This is an optimization exercise on Yosys and OpenROAD, whose aim is small area, a short achievable clock period and few clock cycles, not a production implementation.
Only simulation tests tie the RTL to the original design; equivalence was not proved.
Power figures rest on the tool's default switching activity, not on a simulated workload.

## trial 80
==> flow/design.v <==
`default_nettype none
package ppu_pkg;
  localparam int ROWS   = 16;                  
  localparam int SPIKES = 16;                  
  typedef logic [$clog2(ROWS)-1:0]     row_id_t;      
  typedef logic [SPIKES-1:0]           spike_pat_t;   
  typedef logic [$clog2(SPIKES+1)-1:0] popcnt_t;      
  typedef logic [ROWS-1:0]             row_mask_t;    
  typedef struct packed {
    row_id_t    addr;
    spike_pat_t pattern;
  } tile_write_t;
  typedef struct packed {
    row_id_t row_id;
    logic    last;                             
  } row_query_t;
  typedef struct packed {
    row_id_t   row_id;
    logic      last;
    row_mask_t subset_mask;                    
  } match_t;
  typedef struct packed {
    row_id_t    row_id;
    row_id_t    prefix_id;                     
    spike_pat_t residual;
    logic       last;
  } task_t;
  typedef enum logic [1:0] {
    SEQ_IDLE,                                  
    SEQ_ISSUE,                                 
    SEQ_DRAIN                                  
  } seq_state_t;
endpackage
`default_nettype wire
`timescale 1ns/1ps
`default_nettype none
module ppu_top
(
  input  logic        clk,
  input  logic        rst_n,
  input  logic        tile_wr_valid,           
  output logic        tile_wr_ready,
  input  logic [19:0] tile_wr,                 
  input  logic        tile_start,              
  output logic        busy,
  output logic        tile_done,
  output logic        task_valid,              
  input  logic        task_ready,
  output logic [24:0] task_data                
);
  localparam int ROWS = 16;
  logic        rdy_q;                          
  logic        busy_q;
  logic        done_q;
  logic        tv_q;                           
  logic        mv_q;                           
  logic [4:0]  p_q;                            
  logic [24:0] t_q;                            
  logic        we, start_acc, en, stall, take_last;
  assign we        = tile_wr_valid && rdy_q;
  assign start_acc = tile_start && rdy_q;
  assign en        = !tv_q || task_ready;
  assign stall     = tv_q && !task_ready;
  assign take_last = tv_q && task_ready && t_q[0];
  logic [15:0] pat [ROWS];
  always_ff @(posedge clk) begin
    for (int j = 0; j < ROWS; j++)
      if (we && (tile_wr[19:16] == j)) pat[j] <= tile_wr[15:0];
  end
  logic        wv_q;
  logic [3:0]  wa_q;
  logic [15:0] wd_q;
  logic [3:0]  wk;                             
  logic [4:0]  wcnt;
  always_ff @(posedge clk) begin
    if (!rst_n) wv_q <= 1'b0;
    else        wv_q <= we;
    wa_q <= tile_wr[19:16];
    wd_q <= tile_wr[15:0];
  end
  always_comb begin
    wcnt = '0;
    for (int b = 0; b < 16; b++) wcnt = wcnt + {4'd0, wd_q[b]};
  end
  assign wk = wcnt[3:0] - 4'd1;               
  logic [15:0] nz_q;                           
  logic [3:0]  pk_q [ROWS];                    
  always_ff @(posedge clk) begin
    if (!rst_n) nz_q <= '0;
    else if (wv_q) nz_q[wa_q] <= |wd_q;
  end
  always_ff @(posedge clk) begin
    for (int j = 0; j < ROWS; j++)
      if (wv_q && (wa_q == j)) pk_q[j] <= wk;
  end
  logic [15:0] qa;
  logic [15:0] hit_a;
  always_comb begin
    qa = pat[p_q[3:0]];
    for (int j = 0; j < ROWS; j++)
      hit_a[j] = ((pat[j] & ~qa) == 16'h0) && (p_q[3:0] != j);
  end
  logic [15:0] hit_q;
  logic [15:0] q_q;
  logic [3:0]  row_q;
  always_ff @(posedge clk) begin
    hit_q <= hit_a;
    q_q   <= qa;
    row_q <= p_q[3:0];
  end
  logic        nzr;
  logic [15:0] cand, a1, a2, best;
  logic        found;
  logic [3:0]  best_id;
  logic [15:0] pbest;
  logic [15:0] res;
  logic        g3, g2, g1, h3, h2, h1;
  logic        seen;
  always_comb begin
    nzr  = nz_q[row_q];
    cand = hit_q & nz_q & {16{nzr}};
    g3 = 1'b0; g2 = 1'b0; g1 = 1'b0;
    for (int j = 0; j < ROWS; j++) begin
      g3 = g3 | (cand[j] && pk_q[j][3:2] == 2'd3);
      g2 = g2 | (cand[j] && pk_q[j][3:2] >= 2'd2);
      g1 = g1 | (cand[j] && pk_q[j][3:2] >= 2'd1);
    end
    for (int j = 0; j < ROWS; j++)
      a1[j] = cand[j] && (pk_q[j][3:2] == 2'd3 || !g3)
                      && (pk_q[j][3:2] >= 2'd2 || !g2)
                      && (pk_q[j][3:2] >= 2'd1 || !g1);
    h3 = 1'b0; h2 = 1'b0; h1 = 1'b0;
    for (int j = 0; j < ROWS; j++) begin
      h3 = h3 | (a1[j] && pk_q[j][1:0] == 2'd3);
      h2 = h2 | (a1[j] && pk_q[j][1:0] >= 2'd2);
      h1 = h1 | (a1[j] && pk_q[j][1:0] >= 2'd1);
    end
    for (int j = 0; j < ROWS; j++)
      a2[j] = a1[j] && (pk_q[j][1:0] == 2'd3 || !h3)
                    && (pk_q[j][1:0] >= 2'd2 || !h2)
                    && (pk_q[j][1:0] >= 2'd1 || !h1);
    seen = 1'b0;
    for (int j = 0; j < ROWS; j++) begin
      best[j] = a2[j] && !seen;
      seen    = seen | a2[j];
    end
    found   = |cand;
    best_id = '0;
    pbest   = '0;
    for (int j = 0; j < ROWS; j++) begin
      if (best[j]) best_id = best_id | j[3:0];
      pbest = pbest | (pat[j] & {16{best[j]}});
    end
    res = q_q & ~pbest & {16{nzr}};            
  end
  always_ff @(posedge clk) begin
    if (en) t_q <= {row_q, found ? best_id : row_q, res, row_q == 4'd15};
  end
  always_ff @(posedge clk) begin
    if (!rst_n) begin
      rdy_q  <= 1'b1;
      busy_q <= 1'b0;
      done_q <= 1'b0;
      tv_q   <= 1'b0;
      mv_q   <= 1'b0;
      p_q    <= '0;
    end else begin
      done_q <= take_last;
      if (start_acc) begin
        rdy_q  <= 1'b0;
        busy_q <= 1'b1;
        p_q    <= 5'd1;
        mv_q   <= 1'b1;                        
      end else if (!busy_q) begin
        p_q    <= '0;
        mv_q   <= 1'b0;
      end else if (stall) begin
        p_q    <= {1'b0, t_q[24:21]} + 5'd1;   
        mv_q   <= 1'b0;
      end else begin
        if (!p_q[4]) p_q <= p_q + 5'd1;
        mv_q   <= !p_q[4];
      end
      if (take_last) begin
        busy_q <= 1'b0;
        rdy_q  <= 1'b1;
      end
      if (en) tv_q <= mv_q && busy_q;
    end
  end
  assign tile_wr_ready = rdy_q;
  assign busy          = busy_q;
  assign tile_done     = done_q;
  assign task_valid    = tv_q;
  assign task_data     = t_q;
endmodule
`default_nettype wire
==> flow/config.mk <==
export PLATFORM = sky130hd
export DESIGN_NAME = ppu_top
export DESIGN_NICKNAME = ppu_top
export VERILOG_FILES = /design/flow/design.v
export SDC_FILE = /design/flow/constraint.sdc
export NUM_CORES = 4
export LEC_CHECK = 0
export CAP_MARGIN = 20
export CORE_MARGIN = 2
export CORE_UTILIZATION = 40
export SLEW_MARGIN = 20
==> flow/constraint.sdc <==
create_clock -name core_clock -period 26.5 [get_ports {clk}]
set_input_delay 5.3000 -clock core_clock [delete_from_list [all_inputs] [get_ports {clk}]]
set_output_delay 5.3000 -clock core_clock [all_outputs]
set_load 0.01 [all_outputs]
standard.sh (not shown) runs the stock make flow with config.mk's settings and CLKGATE_MAP_FILE= SYNTH_SCRIPT=/design/flow/synth_recipe.tcl, a recipe that flattens the netlist after the stock synthesis.
==> flow/flow/run.sh <==
#!/bin/bash
# Standard layout; timing repair aimed at 20.7 ns of slack at the design's
# period, and a clock tree without dummy balancing loads
set -euo pipefail
bash standard.sh SETUP_SLACK_MARGIN=20.7 \
  "CTS_ARGS=-sink_clustering_enable -repair_clock_nets -dont_use_dummy_load -sink_clustering_size 20 -sink_clustering_max_diameter 60" \
  > standard.log 2>&1
Testbench counts of trial 80, summed over its fixed seeds: cycles 6,720.
The following lists how build 24 was set up differently from trial 80:
--- a/flow/design.v
+++ b/flow/design.v
@@ -63,9 +63,4 @@
   assign stall     = tv_q && !task_ready;
   assign take_last = tv_q && task_ready && t_q[0];
-  logic [15:0] pat [ROWS];
-  always_ff @(posedge clk) begin
-    for (int j = 0; j < ROWS; j++)
-      if (we && (tile_wr[19:16] == j)) pat[j] <= tile_wr[15:0];
-  end
   logic        wv_q;
   logic [3:0]  wa_q;
@@ -73,4 +68,5 @@
   logic [3:0]  wk;                             
   logic [4:0]  wcnt;
+  logic [15:0] fw;                             
   always_ff @(posedge clk) begin
     if (!rst_n) wv_q <= 1'b0;
@@ -79,4 +75,11 @@
     wd_q <= tile_wr[15:0];
   end
+  always_comb
+    for (int j = 0; j < ROWS; j++) fw[j] = wv_q && (wa_q == j);
+  logic [15:0] pat [ROWS];
+  always_ff @(posedge clk) begin
+    for (int j = 0; j < ROWS; j++)
+      if (fw[j]) pat[j] <= wd_q;
+  end
   always_comb begin
     wcnt = '0;
@@ -92,12 +95,14 @@
   always_ff @(posedge clk) begin
     for (int j = 0; j < ROWS; j++)
-      if (wv_q && (wa_q == j)) pk_q[j] <= wk;
+      if (fw[j]) pk_q[j] <= wk;
   end
   logic [15:0] qa;
   logic [15:0] hit_a;
+  logic        hit_w;
   always_comb begin
-    qa = pat[p_q[3:0]];
-    for (int j = 0; j < ROWS; j++)
-      hit_a[j] = ((pat[j] & ~qa) == 16'h0) && (p_q[3:0] != j);
+    qa = fw[p_q[3:0]] ? wd_q : pat[p_q[3:0]];
+    hit_w = ((wd_q & ~qa) == 16'h0);
+    for (int j = 0; j < ROWS; j++)
+      hit_a[j] = (fw[j] ? hit_w : ((pat[j] & ~qa) == 16'h0)) && (p_q[3:0] != j);
   end
   logic [15:0] hit_q;
## What came out
Diff trial 80 -> build 24 | clock group total power | increase of about 4%
Relative to trial 80, the via count of the first global-routing pass measured on build 24 has decreased slightly.
The met2 wire length reported for build 24 is smaller than that of trial 80 by 2.1%.
NOTE floorplan core area trial 80->build 24 decreased by a few percent
On filler cell count in the final layout, the lower figure sits with build 24, not trial 80.
Build 24 supports a higher top clock frequency than trial 80.
Count of TritonRoute iterations in the first routing pass, trial 80 and build 24, higher one = build 24.
Build 24 vs trial 80, largest stage delay on the critical path went down by 0.09 ns.
Compared build 24 vs trial 80, and total power per unit cell area is up in build 24.
From trial 80 to build 24 the numbers moved as follows: share of total power in combinational logic went down by 2.6 points, fraction of power consumed by sequential logic went up by 0.6 points, standard cell area after detailed placement went down by 590 um^2, number of buffers outside the clock class in the layout went down by 34, clock-buffer cell count went up by 7.9%.
Testbench counts of build 24, summed over its fixed seeds: cycles 6,720.

==> re-timing with driven ports <==
The results above use ideal ports. As a check the final layouts listed here were re-extracted and re-timed, cells and wires unchanged. Step 1 sets driving cells, clkbuf_16 on the clock port and buf_2 on the other inputs (assumed; they add their load-dependent delay and slew). Step 2 also shifts input and output timing later by t, the mid clock arrival at the registers, as if the neighbouring blocks saw the same clock. Slacks: ideal ports / drivers / drivers and shift; pairs: ideal ports / drivers.
run	t, ns	setup WS [ns]	slew at the worst register clock pin (ns)	worst data-port slew with drivers (ns)
trial 80	0.621	19.899 / 19.835 / 19.633	0.08 / 0.08	0.06
build 24	0.629	20.017 / 19.956 / 20.151	0.08 / 0.08	0.06
After both steps setup and hold are still met in every run listed. For trial 80, which loses most, drivers alone change the setup slack by -0.064 ns; drivers and shift together by -0.266 ns.
